Background: an optimization exercise with open tools, aiming at small area and a short achievable clock period. Do not read the settings as production practice. At most, simulation tests tie the RTL to the original design; equivalence was not proved. The RTL of runs 2 to 4 was laid out without a check of its function. Power and IR drop assume default switching activity.

==> design/flow/design.v <==
module out_port_arbiter_s #(
    parameter int DEPTH = 8,
    parameter int PW    = 64
) (
    input  logic          clk,
    input  logic          reset,
    input  logic          N_req,
    input  logic [PW-1:0] N_packet,
    input  logic          E_req,
    input  logic [PW-1:0] E_packet,
    input  logic          W_req,
    input  logic [PW-1:0] W_packet,
    input  logic          PE_req,
    input  logic [PW-1:0] PE_packet,
    output logic          full_N,
    output logic          full_E,
    output logic          full_W,
    output logic          full_PE,
    output logic [PW-1:0] out_packet,
    output logic          out_wr,
    input  logic          down_full,
    output logic          err_overflow
);
    localparam int AW = $clog2(DEPTH);
    localparam int CW = $clog2(DEPTH + 1);
    logic [PW-1:0] r_mem [DEPTH];
    logic [AW-1:0] r_rd_ptr;
    logic [AW-1:0] r_wr_ptr;
    logic [CW-1:0] r_count;
    logic          r_full;
    logic          r_err;
    logic [3:0]    w_req;
    logic [3:0]    w_acc;
    logic [PW-1:0] w_pkt  [4];
    logic [2:0]    w_off  [4];
    logic [AW-1:0] w_slot [4];
    logic [2:0]    w_nw;
    logic          w_rd;
    logic [CW-1:0] w_count_next;
    logic          w_full_next;
    assign w_req    = {PE_req, W_req, E_req, N_req};
    assign w_pkt[0] = N_packet;
    assign w_pkt[1] = E_packet;
    assign w_pkt[2] = W_packet;
    assign w_pkt[3] = PE_packet;
    generate
        for (genvar gi = 0; gi < 4; gi++) begin : g_lane
            assign w_acc[gi]  = w_req[gi] & ~r_full;
            assign w_slot[gi] = r_wr_ptr + AW'(w_off[gi]);
        end
    endgenerate
    always_comb begin
        w_nw = 3'd0;
        for (int i = 0; i < 4; i++) begin
            w_off[i] = w_nw;
            w_nw     = w_nw + {2'b00, w_acc[i]};
        end
    end
    assign w_rd         = (r_count != '0) && !down_full;
    assign w_count_next = r_count + CW'(w_nw) - CW'(w_rd);
    assign w_full_next  = (w_count_next > CW'(DEPTH - 4));
    always_ff @(posedge clk) begin
        for (int i = 0; i < 4; i++) begin
            if (w_acc[i]) begin
                r_mem[w_slot[i]] <= w_pkt[i];
            end
        end
    end
    always_ff @(posedge clk) begin
        if (!reset) begin
            r_rd_ptr <= '0;
            r_wr_ptr <= '0;
            r_count  <= '0;
            r_full   <= 1'b0;
            r_err    <= 1'b0;
        end else begin
            r_wr_ptr <= r_wr_ptr + AW'(w_nw);
            if (w_rd) begin
                r_rd_ptr <= r_rd_ptr + AW'(1);
            end
            r_count <= w_count_next;
            r_full  <= w_full_next;
            if ((w_req & {4{r_full}}) != 4'b0000) begin
                r_err <= 1'b1;
            end
        end
    end
    assign full_N       = r_full;
    assign full_E       = r_full;
    assign full_W       = r_full;
    assign full_PE      = r_full;
    assign out_packet   = r_mem[r_rd_ptr];
    assign out_wr       = w_rd;
    assign err_overflow = r_err;
endmodule
==> design/flow/run.sh <==
#!/bin/bash
# synth_recipe.tcl (not shown) runs the flow's synth.tcl, then flattens the netlist and writes it again
# the make line also repeats each setting of config.mk as NAME=value (left out here)
make -C /OpenROAD-flow-scripts/flow DESIGN_CONFIG=/design/flow/config.mk WORK_HOME=/design/flow/orfs CLKGATE_MAP_FILE= SYNTH_SCRIPT=/design/flow/synth_recipe.tcl finish
==> design/flow/config.mk <==
export PLATFORM = sky130hd
export DESIGN_NAME = out_port_arbiter_s
export DESIGN_NICKNAME = out_port_arbiter_s
export VERILOG_FILES = /design/flow/design.v
export SDC_FILE = /design/flow/constraint.sdc
export NUM_CORES = 4
export LEC_CHECK = 0
export CAP_MARGIN = 20
export CORE_MARGIN = 2
export CORE_UTILIZATION = 40
export PLACE_DENSITY = 0.6
export SLEW_MARGIN = 20
==> design/flow/constraint.sdc <==
create_clock -name core_clock -period 5.0 [get_ports {clk}]
set_input_delay 1.0000 -clock core_clock [delete_from_list [all_inputs] [get_ports {clk}]]
set_output_delay 1.0000 -clock core_clock [all_outputs]
set_load 0.01 [all_outputs]
==> results.cfg, run 1 <==
[clocking]
worstSkewPairLatency_ps = 690
post_cts_buffers = 0
htree_levels = 2
cts_made_buffers = 61
hold_buffers = 0
cts_root_buf = clkbuf_16
cts_sinks = 527
path_clk_slew_ps = 60
clk_path_buf_depth = 3
cts_resized = 0
cts_tree = built

[min_path]
min-delay-start = r_err
worstHoldPathCells = 1
min_path_type = reg2reg
holdPathEnd = r_err

[power]
p_per_area_mw_per_mm2 = 576.3
leakage_uw = 0.01361
ir_worst_vdd_v = 0.0005169

[logic_synthesis]
yosys.cell_types.count = 48
syn_avg_cell_area_um2 = 9.447
syn_area_mm2 = 0.03689
synth_adder_area_share = 0.007122
yosysWarnings = 4
synth_cells = 3905
yosys.area_share.simple = 0.1610
synth_compound_area_frac = 0.2284
synth_top_family_by_area = compound AO/OA/AOI/OAI gates
ys_async_sr_fraction = 0
synth-seq-cells = 527
syn-num-nets = 4186
ys.flop_type = edfxtp_1
synth.area.mux_share = 0.09795
yosys.area_share.xor_xnor = 0.005393
yosysSeqAreaShare = 0.4249
synth_edf_count = 512

[route]
viasPerCell = 6.964
dr.pass1.iters = 7
wl_per_cell_um = 31.58
ant_nets = 0
finalWirelength_um = 160200
via_count = 35330
drt_iter0_markers = 5930
drc = 0

[grt]
antenna_found_initial = 16
gr-total-overflow = 0
grt_pass1_wl_um = 230900
grt_pass1_vias = 33880
grt_usage = 0.3294
grt_max_degree = 85

[place]
gp_congestion = 0.8446
portBuffers = 332
dp_hpwl_um = 92810
place_inst = 4949

[run]
timing.max_cap.violations = 0

[finish]
fin_cells = 5073
layout_common_cells = nor2_1 (770), nand2_1 (578), o31ai_1 (514)
n_fill_cell = 8303
final_common_cell = nor2_1
layout.nets = 4107
syn_to_final_growth_pct = 17.16
regArea_mm2 = 0.01569
drive_above_1_share = 0.1199
multi_input_area_mm2 = 0.01868

[sta]
relSlewSlack = 0.2774
final.setup_skew_ps = 38.25
fin_crit_ps = 4243
max_freq_mhz = 235.7
grt_setup_unrepaired = no
tns_ps = 0
worst-slew-pin-transition_ps = 1084
hold_viol_final = 0
post-route-period-util = 0.8486
setup_violations = 0
slew_violations = 0

[floorplan]
die_area_mm2 = 0.09467
design.core.area_mm2 = 0.09152
ios = 333
fp.dieW_um = 307.7
num_rows = 111
die_h_um = 307.7
start_util = 0.4031

[setup_path]
r2r_start = r_full
worst_r2r_path_depth = 8
worstReg2RegEnd = r_mem[7][35]
rrSetupSlack_ps = 980
worst_setup_path_end_kind = flip-flop
critPathMaxFanout = 43
cp-start-kind = input port
cp.arrival_ps = 4540
required_ps = 5300
critPathKind = in2reg

[status]
status = no timing/DRC/antenna violations
-- where the power goes --
group | leakage, uW | internal [uW] | total, uW | switching, uW
Sequential | 0.00484 | 7240 | 7740 | 500
Combinational | 0.00776 | 4950 | 12400 | 7460
Clock | 0.00100 | 2740 | 4760 | 2020
-- layout make-up --
cell class | count | share of cell area
Multi-Input combinational cell | 2750 | 0.4322
Sequential cell | 527 | 0.3629
Timing Repair Buffer | 472 | 0.1209
Clock buffer | 76 | 0.03711
Tap cell | 1186 | 0.03433
Clock inverter | 40 | 0.01088
Inverter | 14 | 0.001216
Antenna cell | 8 | 0.0004632
-- how the worst max path moves through the flow --
stage,slack (ps),depth (start not counted),start,endpoint
6_report,760,10,E_req,r_mem[1][35]
5_1_grt,670,10,E_req,r_mem[1][37]
4_1_cts,790,10,E_req,r_mem[1][35]
3_5_place_dp,130,10,E_req,r_mem[1][21]
3_3_place_gp,160,10,E_req,r_mem[1][21]
2_1_floorplan,10,10,N_req,r_mem[2][0]
-- per-stage QoR --
stage	utilization	worst slack (ps)	cell area, um^2	power (uW)	hold slack (ps)
3_5_place_dp	0.4494	134.0	41130	19950	462.8
2_1_floorplan	-	9.517	36900	14870	480.5
4_1_cts	0.4720	790.0	43200	24660	481.6
6_report	0.4723	756.8	43220	24910	478.8
3_3_place_gp	0.4494	159.6	41130	19810	454.8
5_1_grt	0.4721	667.2	43210	25780	505.0
-- cell usage after synthesis (2+ instances only) --
library cell / count / area [um^2]
nor2_1: 779 / 2924
nand2_1: 578 / 2170
o31ai_1: 514 / 3859
a221oi_1: 512 / 4484
edfxtp_1: 512 / 15370
clkbuf_1: 264 / 991.0
buf_2: 222 / 1111
mux4_2: 128 / 2883
nand2b_1: 74 / 462.9
mux2_2: 64 / 720.7
buf_1: 62 / 232.7
clkbuf_2: 43 / 215.2
buf_4: 23 / 172.7
dfxtp_1: 15 / 300.3
inv_1: 14 / 52.55
ha_1: 13 / 162.7
and2_1: 11 / 68.82
nand4_1: 8 / 50.05
or3_1: 8 / 50.05
o21ai_0: 7 / 35.03
xnor2_1: 7 / 61.31
fa_1: 5 / 100.1
nand3b_1: 3 / 22.52
nor2_2: 3 / 18.77
nor3_2: 3 / 30.03
or2_2: 3 / 18.77
xor2_1: 3 / 26.28
xor2_2: 3 / 48.80
nand4b_1: 2 / 17.52
nand4bb_1: 2 / 22.52
nor2b_1: 2 / 12.51
nor4_2: 2 / 25.02
-- worst max-delay path, cell delays in order --
cell and delay, ps:
clkdlybuf4s50_1 470, xnor2_1 310, nor2_1 130, and2_1 250, ha_1 310, fa_1 440, xor3_1 540, nor3_2 450
or3_4 250, buf_12 330
-- logic make-up after synthesis --
| kind of cell | count (synthesis) |
|---|---|
| xor+xnor | 16 |
| compound gates | 1039 |
| buf+inv | 628 |
| mux | 193 |
| flops | 527 |
| fa+ha+maj | 18 |
| simple gates | 1484 |
-- metal layers --
layer / global-route usage / share of wire / vias to the layer above
li1: - / - / 14670
met1: 0.4291 / 0.37 / 17000
met2: 0.5182 / 0.45 / 3055
met3: 0.08093 / 0.13 / 577
met4: 0.1478 / 0.048 / 18
met5: 0 / 0.00069 / -
-- sequential cells by signal, indices dropped and copies added (netlist names), named ones only --
name / flops
r_mem: 512
r_full: 1
r_err: 1
r_rd_ptr: 3
r_count: 4
r_wr_ptr: 3
==> run 2: changes to the inputs <==
==> design/flow/design.v (replaced) <==
module out_port_arbiter_s #(
    parameter int DEPTH = 8,
    parameter int PW    = 64
) (
    input  logic          clk,
    input  logic          reset,
    input  logic          N_req,
    input  logic [PW-1:0] N_packet,
    input  logic          E_req,
    input  logic [PW-1:0] E_packet,
    input  logic          W_req,
    input  logic [PW-1:0] W_packet,
    input  logic          PE_req,
    input  logic [PW-1:0] PE_packet,
    output logic          full_N,
    output logic          full_E,
    output logic          full_W,
    output logic          full_PE,
    output logic [PW-1:0] out_packet,
    output logic          out_wr,
    input  logic          down_full,
    output logic          err_overflow
);
    logic [PW-1:0] r_mem [8];
    logic [2:0]    r_wr_ptr;
    logic [7:0]    r_rd_oh;
    logic [3:0]    r_count;
    logic          r_full;
    logic          r_err;
    logic [3:0]    w_req;
    logic [PW-1:0] w_pkt  [4];
    logic [1:0]    w_off  [4];
    logic [2:0]    w_nw;
    logic [3:0]    w_dsel [4];    
    logic [PW-1:0] w_bank [4];
    logic [7:0]    w_we;
    logic          w_rd;
    logic [3:0]    w_count_next;
    assign w_req    = {PE_req, W_req, E_req, N_req};
    assign w_pkt[0] = N_packet;
    assign w_pkt[1] = E_packet;
    assign w_pkt[2] = W_packet;
    assign w_pkt[3] = PE_packet;
    assign w_off[0] = 2'd0;
    assign w_off[1] = {1'b0, w_req[0]};
    assign w_off[2] = {w_req[0] & w_req[1], w_req[0] ^ w_req[1]};
    assign w_off[3] = {(w_req[0] & w_req[1]) | (w_req[2] & (w_req[0] | w_req[1])),
                       w_req[0] ^ w_req[1] ^ w_req[2]};
    assign w_nw = r_full ? 3'd0 : 3'({2'b00, w_req[0]} + {2'b00, w_req[1]} +
                                     {2'b00, w_req[2]} + {2'b00, w_req[3]});
    always_comb begin
        for (int b = 0; b < 4; b++) begin
            for (int k = 0; k < 4; k++) begin
                w_dsel[b][k] = w_req[k] && (2'(r_wr_ptr[1:0] + w_off[k]) == 2'(b));
            end
        end
    end
    generate
        for (genvar b = 0; b < 4; b++) begin : g_bank
            assign w_bank[b] = ({PW{w_dsel[b][0]}} & w_pkt[0]) |
                               ({PW{w_dsel[b][1]}} & w_pkt[1]) |
                               ({PW{w_dsel[b][2]}} & w_pkt[2]) |
                               ({PW{w_dsel[b][3]}} & w_pkt[3]);
        end
    endgenerate
    always_comb begin
        for (int s = 0; s < 8; s++) begin
            w_we[s] = (3'(3'(s) - r_wr_ptr) < w_nw);
        end
    end
    always_ff @(posedge clk) begin
        for (int s = 0; s < 8; s++) begin
            if (w_we[s]) begin
                r_mem[s] <= w_bank[s % 4];
            end
        end
    end
    assign w_rd         = (r_count != 4'd0) && !down_full;
    assign w_count_next = r_count + 4'(w_nw) - 4'(w_rd);
    always_ff @(posedge clk) begin
        if (!reset) begin
            r_rd_oh  <= 8'd1;
            r_wr_ptr <= '0;
            r_count  <= '0;
            r_full   <= 1'b0;
            r_err    <= 1'b0;
        end else begin
            r_wr_ptr <= r_wr_ptr + w_nw;
            if (w_rd) begin
                r_rd_oh <= {r_rd_oh[6:0], r_rd_oh[7]};
            end
            r_count <= w_count_next;
            r_full  <= (w_count_next > 4'd4);
            if ((w_req & {4{r_full}}) != 4'b0000) begin
                r_err <= 1'b1;
            end
        end
    end
    always_comb begin
        out_packet = '0;
        for (int s = 0; s < 8; s++) begin
            out_packet = out_packet | ({PW{r_rd_oh[s]}} & r_mem[s]);
        end
    end
    assign full_N       = r_full;
    assign full_E       = r_full;
    assign full_W       = r_full;
    assign full_PE      = r_full;
    assign out_wr       = w_rd;
    assign err_overflow = r_err;
endmodule
==> run 2 against run 1 <==
Effect of this change:
- still clean on timing, DRC and antenna
- clock skew fell by 10 ps
- hold slack got worse by 25 ps
- global-route usage fell by 4.2 points
- critical path type is now reg2out
- highest routed layer is now met4
==> results.cfg, run 2 <==
[sta]
post-route-period-util = 0.7851
final.setup_skew_ps = 27.95
grt_setup_unrepaired = no
relSlewSlack = 0.1914
fin_crit_ps = 3925
worst-slew-pin-transition_ps = 1213
slew_violations = 0
hold_viol_final = 0
setup_violations = 0
max_freq_mhz = 254.7

[power]
ir_worst_vdd_v = 0.0009844
p_per_area_mw_per_mm2 = 749.0
leakage_uw = 0.01051
total_power_uw = 23980

[setup_path]
crit_buf_inv = 1
critPathTopFamily = flip-flops
crit_slowest_cell = dfxtp_4
crit_chain = a22oi_1 -> nand4_1 -> clkdlybuf4s50_1
required_ps = 4000
max_stage_delay_ps = 1120
worst_setup_path_end_kind = primary output
critPathKind = reg2out
critPathMaxFanout = 66
cp-start-kind = flip-flop
cp.arrival_ps = 2930

[status]
status = no timing/DRC/antenna violations

[logic_synthesis]
yosysWarnings = 6
ys.flop_type = edfxtp_1
synth_commonest_cells = edfxtp_1 (512), a22oi_1 (256), clkbuf_1 (143)
yosys.area.top_type = edfxtp_1
ys_async_sr_fraction = 0
syn_avg_cell_area_um2 = 13.07
synth_edf_count = 512
syn_area_mm2 = 0.02612
yosysTopAreaCellShare = 0.5885
synth.area.top_cells = edfxtp_1 (59%), a22oi_1 (7.4%), o221ai_1 (4.4%)
synth-seq-cells = 529
yosys.cell_types.count = 44
synth_cells = 1999
syn-num-nets = 2300
yosysSeqAreaShare = 0.6016
yosysMostFrequentCell = edfxtp_1

[clocking]
htree_levels = 2
cts_made_buffers = 54
path_clk_slew_ps = 60
clk_path_buf_depth = 3
cts_resized = 0
post_cts_buffers = 0
cts_root_buf = clkbuf_16
cts_tree = built
worstSkewPairLatency_ps = 610
cts_sinks = 529
hold_buffers = 0

[grt]
gr-total-overflow = 0
grt_usage = 0.2871
grt_max_degree = 111
antenna_found_initial = 0
grt_pass1_vias = 21700
grt_pass1_wl_um = 143500

[place]
place_inst = 3009
gp_congestion = 0.8589
portBuffers = 332
dp_hpwl_um = 58070

[route]
dr.pass1.iters = 6
ant_nets = 0
wl_per_cell_um = 32.22
viasPerCell = 7.022
drc = 0
via_count = 21820
finalWirelength_um = 100100
drt_iter0_markers = 3397

[finish]
fin_cells = 3108
final_common_cell = edfxtp_1
layout_common_cells = edfxtp_1 (512), clkdlybuf4s50_1 (328), a22oi_1 (256)
diodes = 0
drive_above_1_share = 0.1052
layout.nets = 2512
largest_register_ffs = 512
syn_to_final_growth_pct = 22.56

[floorplan]
die_area_mm2 = 0.06737
die_h_um = 259.6
start_util = 0.4052
ios = 333
num_rows = 93
design.core.area_mm2 = 0.06446
fp.dieW_um = 259.6

[min_path]
min_path_type = reg2reg

[run]
timing.max_cap.violations = 0
run 2: final timing paths:
check | startpoint | to | slack (ps) | cells after the start
worst min-delay path | r_err | r_err | 450 | 2
worst max-delay path | r_rd_oh[2] | out_packet[0] | 1070 | 3
worst max register to register | r_wr_ptr[1] | r_mem[7][50] | 1970 | 5
worst min register to register | r_err | r_err | 450 | 2
run 2: cell families after synthesis:
logic type | after synthesis | synth area share
buf+inv | 256 | 0.04272
xor+xnor | 10 | 0.004454
fa+ha+maj | 38 | 0.01935
compound gates | 799 | 0.2563
simple gates | 367 | 0.07563
flops | 529 | 0.6016
run 2: power breakdown:
group          leakage [uW]  total [uW]  internal (uW)  switching, uW
Clock              0.000821        3870           2190           1680
Combinational       0.00453       10500           3180           7310
Sequential          0.00516        9630           8780            844
run 2: tightest hold or removal path, stage by stage, from the launching register on:
cell     delay [ps]
dfxtp_1         310
inv_1            50
a21oi_1          50
run 2: layout make-up:
class	count	area (um^2)
Multi-Input combinational cell	1214	9455
Timing Repair Buffer	388	3980
Clock buffer	63	1385
Sequential cell	529	15750
Clock inverter	35	291.5
Inverter	24	90.09
Fill cell	5546	32450
Tap cell	855	1070
run 2: metal layers:
metal / GRT usage / part of all wire / vias up
li1: - / - / 9064
met1: 0.3845 / 0.39 / 10830
met2: 0.4735 / 0.48 / 1713
met3: 0.04774 / 0.11 / 215
met4: 0.09786 / 0.028 / 0
met5: 0 / 0 / -
run 2: metrics by stage:
step           hold slack, ps  TNS [ps]    util  worst slack [ps]  instance area [um^2]
4_1_cts                 453.9         0  0.4964              1117                 32000
3_3_place_gp            438.9         0  0.4703             729.4                 30320
6_report                454.1         0  0.4967              1075                 32020
3_5_place_dp            442.5         0  0.4703             672.3                 30320
2_1_floorplan           469.5   -470970       -             -1227                 26130
5_1_grt                 461.6         0  0.4967              1031                 32020
==> run 3: changes to the inputs <==
--- a/design/flow/design.v
+++ b/design/flow/design.v
@@ -1,2 +1,16 @@
+module opa_s_steer_bit (
+    input  logic [3:0] sel,
+    input  logic [3:0] d,
+    output logic       y
+);
+    assign y = |(sel & d);
+endmodule
+module opa_s_read_bit (
+    input  logic [7:0] sel,
+    input  logic [7:0] d,
+    output logic       y
+);
+    assign y = |(sel & d);
+endmodule
 module out_port_arbiter_s #(
     parameter int DEPTH = 8,
@@ -26,8 +40,8 @@
     logic [7:0]    r_rd_oh;
     logic [3:0]    r_count;
+    logic          r_ne;
     logic          r_full;
     logic          r_err;
     logic [3:0]    w_req;
-    logic [PW-1:0] w_pkt  [4];
     logic [1:0]    w_off  [4];
     logic [2:0]    w_nw;
@@ -37,9 +51,5 @@
     logic          w_rd;
     logic [3:0]    w_count_next;
-    assign w_req    = {PE_req, W_req, E_req, N_req};
-    assign w_pkt[0] = N_packet;
-    assign w_pkt[1] = E_packet;
-    assign w_pkt[2] = W_packet;
-    assign w_pkt[3] = PE_packet;
+    assign w_req = {PE_req, W_req, E_req, N_req};
     assign w_off[0] = 2'd0;
     assign w_off[1] = {1'b0, w_req[0]};
@@ -58,8 +68,11 @@
     generate
         for (genvar b = 0; b < 4; b++) begin : g_bank
-            assign w_bank[b] = ({PW{w_dsel[b][0]}} & w_pkt[0]) |
-                               ({PW{w_dsel[b][1]}} & w_pkt[1]) |
-                               ({PW{w_dsel[b][2]}} & w_pkt[2]) |
-                               ({PW{w_dsel[b][3]}} & w_pkt[3]);
+            for (genvar i = 0; i < PW; i++) begin : g_bit
+                opa_s_steer_bit u_steer (
+                    .sel (w_dsel[b]),
+                    .d   ({PE_packet[i], W_packet[i], E_packet[i], N_packet[i]}),
+                    .y   (w_bank[b][i])
+                );
+            end
         end
     endgenerate
@@ -76,5 +89,5 @@
         end
     end
-    assign w_rd         = (r_count != 4'd0) && !down_full;
+    assign w_rd         = r_ne && !down_full;
     assign w_count_next = r_count + 4'(w_nw) - 4'(w_rd);
     always_ff @(posedge clk) begin
@@ -83,4 +96,5 @@
             r_wr_ptr <= '0;
             r_count  <= '0;
+            r_ne     <= 1'b0;
             r_full   <= 1'b0;
             r_err    <= 1'b0;
@@ -91,4 +105,5 @@
             end
             r_count <= w_count_next;
+            r_ne    <= (w_count_next != 4'd0);
             r_full  <= (w_count_next > 4'd4);
             if ((w_req & {4{r_full}}) != 4'b0000) begin
@@ -97,10 +112,14 @@
         end
     end
-    always_comb begin
-        out_packet = '0;
-        for (int s = 0; s < 8; s++) begin
-            out_packet = out_packet | ({PW{r_rd_oh[s]}} & r_mem[s]);
+    generate
+        for (genvar i = 0; i < PW; i++) begin : g_out
+            opa_s_read_bit u_read (
+                .sel (r_rd_oh),
+                .d   ({r_mem[7][i], r_mem[6][i], r_mem[5][i], r_mem[4][i],
+                       r_mem[3][i], r_mem[2][i], r_mem[1][i], r_mem[0][i]}),
+                .y   (out_packet[i])
+            );
         end
-    end
+    endgenerate
     assign full_N       = r_full;
     assign full_E       = r_full;
--- a/design/flow/config.mk
+++ b/design/flow/config.mk
@@ -8,5 +8,7 @@
 export CAP_MARGIN = 20
 export CORE_MARGIN = 2
-export CORE_UTILIZATION = 40
-export PLACE_DENSITY = 0.6
+export CORE_UTILIZATION = 60
+export CTS_BUF_LIST = sky130_fd_sc_hd__clkbuf_4 sky130_fd_sc_hd__clkbuf_8
+export PLACE_DENSITY = 0.7
 export SLEW_MARGIN = 20
+export SYNTH_HIERARCHICAL = 1
==> run 3 against run 2 <==
Effect of this change:
- still clean on timing, DRC and antenna
- critical path depth is 6 higher
- via count shrank 4.4%
- area after synthesis down 8.1%
- first-iteration DRC count shrank 5.8%
- final area is 5.5% lower
- clock skew grew 1.4 ps
==> results.cfg, run 3 <==
[logic_synthesis]
synth_commonest_cells = a22oi_1 (768), edfxtp_1 (512), nand2_1 (275)
yosysSeqAreaShare = 0.6556
ys_async_sr_fraction = 0
yosysWarnings = 14
yosys.cell_types.count = 27
ys.flop_type = edfxtp_1
yosysTopAreaCellShare = 0.6406
yosysMostFrequentCell = a22oi_1
synth_edf_count = 512
synth-seq-cells = 530
syn_avg_cell_area_um2 = 13.50
syn_area_mm2 = 0.02400
synth_cells = 1778
syn-num-nets = 2079
yosys.area.top_type = edfxtp_1
synth.area.top_cells = edfxtp_1 (64%), a22oi_1 (24%), nand2_1 (4.3%)

[route]
wl_per_cell_um = 30.36
via_count = 20860
finalWirelength_um = 85700
viasPerCell = 7.388
drc = 0
drt_iter0_markers = 3201
ant_nets = 0
dr.pass1.iters = 6

[finish]
final_common_cell = a22oi_1
syn_to_final_growth_pct = 26.02
drive_above_1_share = 0.09051
layout.nets = 2535
largest_register_ffs = 512
design_area_mm2 = 0.03025
fin_cells = 2823
layout_common_cells = a22oi_1 (768), edfxtp_1 (512), clkdlybuf4s50_1 (332)
diodes = 0

[sta]
post-route-period-util = 0.8459
worst-slew-pin-transition_ps = 1236
slew_violations = 0
final.setup_skew_ps = 29.36
grt_setup_unrepaired = no
fin_ws_ps = 770.4
hold_viol_final = 0
fin_crit_ps = 4230
relSlewSlack = 0.1738
max_freq_mhz = 236.4
setup_violations = 0
whs_ps = 478.1

[clocking]
hold_buffers = 0
clk_path_buf_depth = 3
cts_resized = 0
path_clk_slew_ps = 60
htree_levels = 3
worstSkewPairLatency_ps = 650
cts_made_buffers = 85
cts_root_buf = clkbuf_8
cts_tree = built
post_cts_buffers = 0
cts_sinks = 530

[floorplan]
design.core.area_mm2 = 0.03964
num_rows = 73
fp.dieW_um = 204.0
die_area_mm2 = 0.04162
die_h_um = 204.0
ios = 333
start_util = 0.6055

[power]
power.share.clock = 0.162
p_int_uw = 13290
ir_worst_vdd_v = 0.001094
swShare = 0.3913
leakage_uw = 0.01073
power_frac_comb = 0.400
seqPwrFrac = 0.438
power.switching_uw = 8541
p_per_area_mw_per_mm2 = 721.8

[status]
status = no timing/DRC/antenna violations

[place]
dp_hpwl_um = 49240
place_area_mm2 = 0.02862
gp_congestion = 0.8547
dpl_worst_slack_ps = 230.9
place_inst = 2671
portBuffers = 332

[min_path]
min_path_type = reg2reg

[setup_path]
cp-start-kind = input port
worst_setup_path_end_kind = flip-flop
cp.arrival_ps = 4700
required_ps = 5470
critPathKind = in2reg
critPathMaxFanout = 38

[grt]
grt_pass1_vias = 20920
grt_max_degree = 65
grt_usage = 0.4049
gr-total-overflow = 0
antenna_found_initial = 0
grt_pass1_wl_um = 124400

[run]
timing.max_cap.violations = 0
==> run 3: changes by cell type after synthesis, moves of 31 or more <==
cell      previous run  this run
a221o_1             84         0
and3_1             108         0
nand2_1             91       275
o221ai_1           132         0
o21ai_0             50         1
clkbuf_1           143         1
buf_2               39         2
a32oi_1            129         0
buf_1               31         0
nand3_1             75         3
o221ai_2            40         0
a22oi_1            256       768
a31oi_1             43         2
==> run 3: worst max-delay path, stage by stage <==
cell             delay (ps)
clkdlybuf4s50_1         700
fa_1                    460
ha_1                    200
xnor2_1                 250
xnor2_1                 200
nor2_4                  800
buf_4                   720
a22oi_1                 150
nand2_1                 170
==> run 3: logic make-up after synthesis <==
| family | after synthesis | synth area share |
|---|---|---|
| flip-flops | 530 | 0.6556 |
| adder cells (fa/ha/maj) | 38 | 0.02106 |
| buffers and inverters | 28 | 0.004952 |
| AO/OA/AOI/OAI | 794 | 0.2463 |
| AND/OR/NAND/NOR | 374 | 0.06704 |
| XOR/XNOR | 14 | 0.005109 |
==> run 3: per-module statistics from Yosys (local to each module, per instance) <==
| module | times used | area, um^2 | cells inside |
|---|---|---|---|
| opa_s_steer_bit | 256 | 18.77 | 3 |
| out_port_arbiter_s | 1 | 16870 | 690 |
| opa_s_read_bit | 64 | 36.28 | 5 |
==> run 3: metal layers <==
metal,share of wire,vias up,GRT usage
met5,0,-,0.002381
met4,0.047,0,0.2076
met3,0.15,346,0.1218
met2,0.45,2082,0.6165
met1,0.35,9871,0.5303
li1,-,8558,-
==> run 3: cell type report <==
type	instances	area (um^2)
Clock buffer	122	1466
Clock inverter	29	133.9
Fill cell	2499	9394
Inverter	22	82.58
Multi-Input combinational cell	1220	8333
Sequential cell	530	15750
Tap cell	525	656.9
Timing Repair Buffer	375	3829
==> run 3: worst paths after layout <==
| kind | start | endpoint | slack, ps | cells past startpoint |
|---|---|---|---|---|
| min reg2reg | r_err | r_err | 480 | 2 |
| max | N_req | r_mem[5][48] | 770 | 9 |
| min | r_err | r_err | 480 | 2 |
| max reg2reg | r_wr_ptr[1] | r_mem[6][23] | 1780 | 6 |
==> run 3: power groups by stage <==
stage | clock network, uW | logic, uW | registers [uW]
global route | 3740 | 9120 | 9710
CTS | 3550 | 8450 | 9520
global placement | 0 | 8240 | 9460
detailed placement | 0 | 8420 | 9600
finish | 3530 | 8740 | 9560
floorplan | 0 | 4160 | 9620
==> run 3: metrics by stage <==
stage / power [uW] / setup TNS [ps] / utilization
6_report: 21830 / 0 / 0.7630
5_1_grt: 22570 / 0 / 0.7630
4_1_cts: 21520 / 0 / 0.7623
3_5_place_dp: 18020 / 0 / 0.7220
3_3_place_gp: 17700 / 0 / 0.7220
2_1_floorplan: 13780 / -315570 / -
==> run 4: changes to the inputs <==
==> design/flow/flow/run.sh (new file) <==
#!/bin/bash
# Standard ORFS layout, except that the port buffers are the small sky130 buffer
# instead of the resizer's default pick (a delay cell). Every tool's output is kept in
# a log file in the work folder.
set -euo pipefail
export BUFFER_PORTS_ARGS="-buffer_cell sky130_fd_sc_hd__buf_1"
bash standard.sh finish "BUFFER_PORTS_ARGS=$BUFFER_PORTS_ARGS" > standard_flow.log 2>&1
cp orfs/logs/*/out_port_arbiter_s/base/*.log . 2>/dev/null || true
==> design/flow/standard.sh (new file) <==
#!/bin/bash
# synth_recipe.tcl (not shown) runs the flow's synth.tcl, then flattens the netlist and writes it again
# the make line also repeats each setting of config.mk as NAME=value (left out here)
make -C /OpenROAD-flow-scripts/flow DESIGN_CONFIG=/design/flow/config.mk WORK_HOME=/design/flow/orfs CLKGATE_MAP_FILE= SYNTH_SCRIPT=/design/flow/synth_recipe.tcl "${@:-finish}"
--- a/design/flow/config.mk
+++ b/design/flow/config.mk
@@ -11,4 +11,5 @@
 export CTS_BUF_LIST = sky130_fd_sc_hd__clkbuf_4 sky130_fd_sc_hd__clkbuf_8
 export PLACE_DENSITY = 0.7
+export SETUP_SLACK_MARGIN = 2.5
 export SLEW_MARGIN = 20
 export SYNTH_HIERARCHICAL = 1
removed: design/flow/run.sh
==> run 4 against run 3 <==
Effect of this change:
- the flow now stops in 5_1_grt
- synthesized cell count unchanged
- area after synthesis unchanged
==> results.cfg, run 4 <==
[place]
dp_hpwl_um = 46960
gp_congestion = 0.8295
portBuffers = 332
place_inst = 2672

[clocking]
htree_levels = 3
cts_root_buf = clkbuf_8
cts_sinks = 530
cts_made_buffers = 85
clk_path_buf_depth = 3

[logic_synthesis]
syn_area_mm2 = 0.02400
yosysMostFrequentCell = a22oi_1
syn_avg_cell_area_um2 = 13.50
ys.flop_type = edfxtp_1
yosys.cell_types.count = 27
yosys.area_share.simple = 0.06704
synth_cells = 1778
synth_compound_area_frac = 0.2463
synth.area.top_cells = edfxtp_1 (64%), a22oi_1 (24%), nand2_1 (4.3%)
synth_edf_count = 512
synth-seq-cells = 530
yosysTopAreaCellShare = 0.6406
yosysWarnings = 14
syn-num-nets = 2079
yosys.area.top_type = edfxtp_1
synth.area.mux_share = 0
synth_commonest_cells = a22oi_1 (768), edfxtp_1 (512), nand2_1 (275)
synth_top_family_by_area = compound AO/OA/AOI/OAI gates
synth_adder_area_share = 0.02106
ys_async_sr_fraction = 0
yosysSeqAreaShare = 0.6556
yosys.area_share.xor_xnor = 0.005109

[sta]
worst_endpoint_kind = output port
worst_endpoint = out_packet[28]

[grt]
grt_usage = 0.8422
grt_max_degree = 65
gr-total-overflow = 84

[status]
stop_stage = 5_1_grt
error_line = [ERROR GRT-0232] Routing congestion too high. Check the congestion heatmap in the GUI.
status = aborted with a tool error

[floorplan]
fp.dieW_um = 204.0
num_rows = 73
ios = 333
start_util = 0.6055
die_h_um = 204.0
## run 4: cell counts after synthesis
No cell type changed its count.
## run 4: cell families after synthesis
kind of cell               count (synthesis)
buffers and inverters                     28
and+or+nand+nor                          374
xor gates and xnor gates                  14
AOI/OAI and AO/OA                        794
DFF                                      530
adders and majority gates                 38
## run 4: timing repair
item | CTS
setup buffers | 123
hold buffers | 0
cloned | 85
pin swaps | 111
setup endpoints to repair | 1097
gates resized for setup | 355
endpoints found under the hold margin | 0
## run 4: per-module statistics from Yosys (local to each module, per instance)
module / area (um^2) / cells inside
opa_s_read_bit: 36.28 / 5
out_port_arbiter_s: 16870 / 690
opa_s_steer_bit: 18.77 / 3
## run 4: how the worst min path moves through the flow
stage / slack [ps] / cells past startpoint / from / endpoint
CTS: 510 / 2 / r_err / r_err
detailed placement: 490 / 2 / r_err / r_err
global placement: 450 / 2 / r_err / r_err
floorplan: 500 / 2 / r_err / r_err
## run 4: metal layers
layer | global-route usage | overflow
met1 | 0.8456 | 5
met2 | 0.9529 | 45
met3 | 0.7484 | 0
met4 | 0.8201 | 34
met5 | 0.5226 | 0
## run 4: power by group through the flow
stage                     Clock (uW)  Combinational (uW)  Sequential (uW)
after floorplan                    0                4420             9490
after global placement             0                7850             9450
after detailed placement           0                8030             9590
after CTS                       3780               15300             9500
## run 4: metrics by stage
step                      setup WS (ps)  area [um^2]
after floorplan                   975.9        24210
after global placement            884.8        26670
after detailed placement          837.4        26670
after CTS                          2080        33390

re-timing with driven ports:
The flow's constraints put no driver on any port. The routed layouts listed below were extracted and timed again, unchanged, in two steps. Step 1 assumes that a clkbuf_16 drives the clock port and a buf_2 every other input. Step 2 also shifts input and output timing later by t, the mid clock arrival at the registers, as if the neighbouring blocks saw the same clock. Three values: no drivers, after step 1, after step 2; two values: the first two.
run	t (ns)	slack for setup (ns)	pins driven straight from the clock port
run 1	0.732	0.757 / 0.788 / 0.071	1
run 2	0.661	1.075 / 1.012 / 0.546	1
run 3	0.685	0.770 / 0.758 / 0.115	1
After both steps every run listed still meets setup and hold. For run 1, which loses most, drivers alone change the setup slack by +0.031 ns; drivers and shift together by -0.686 ns.
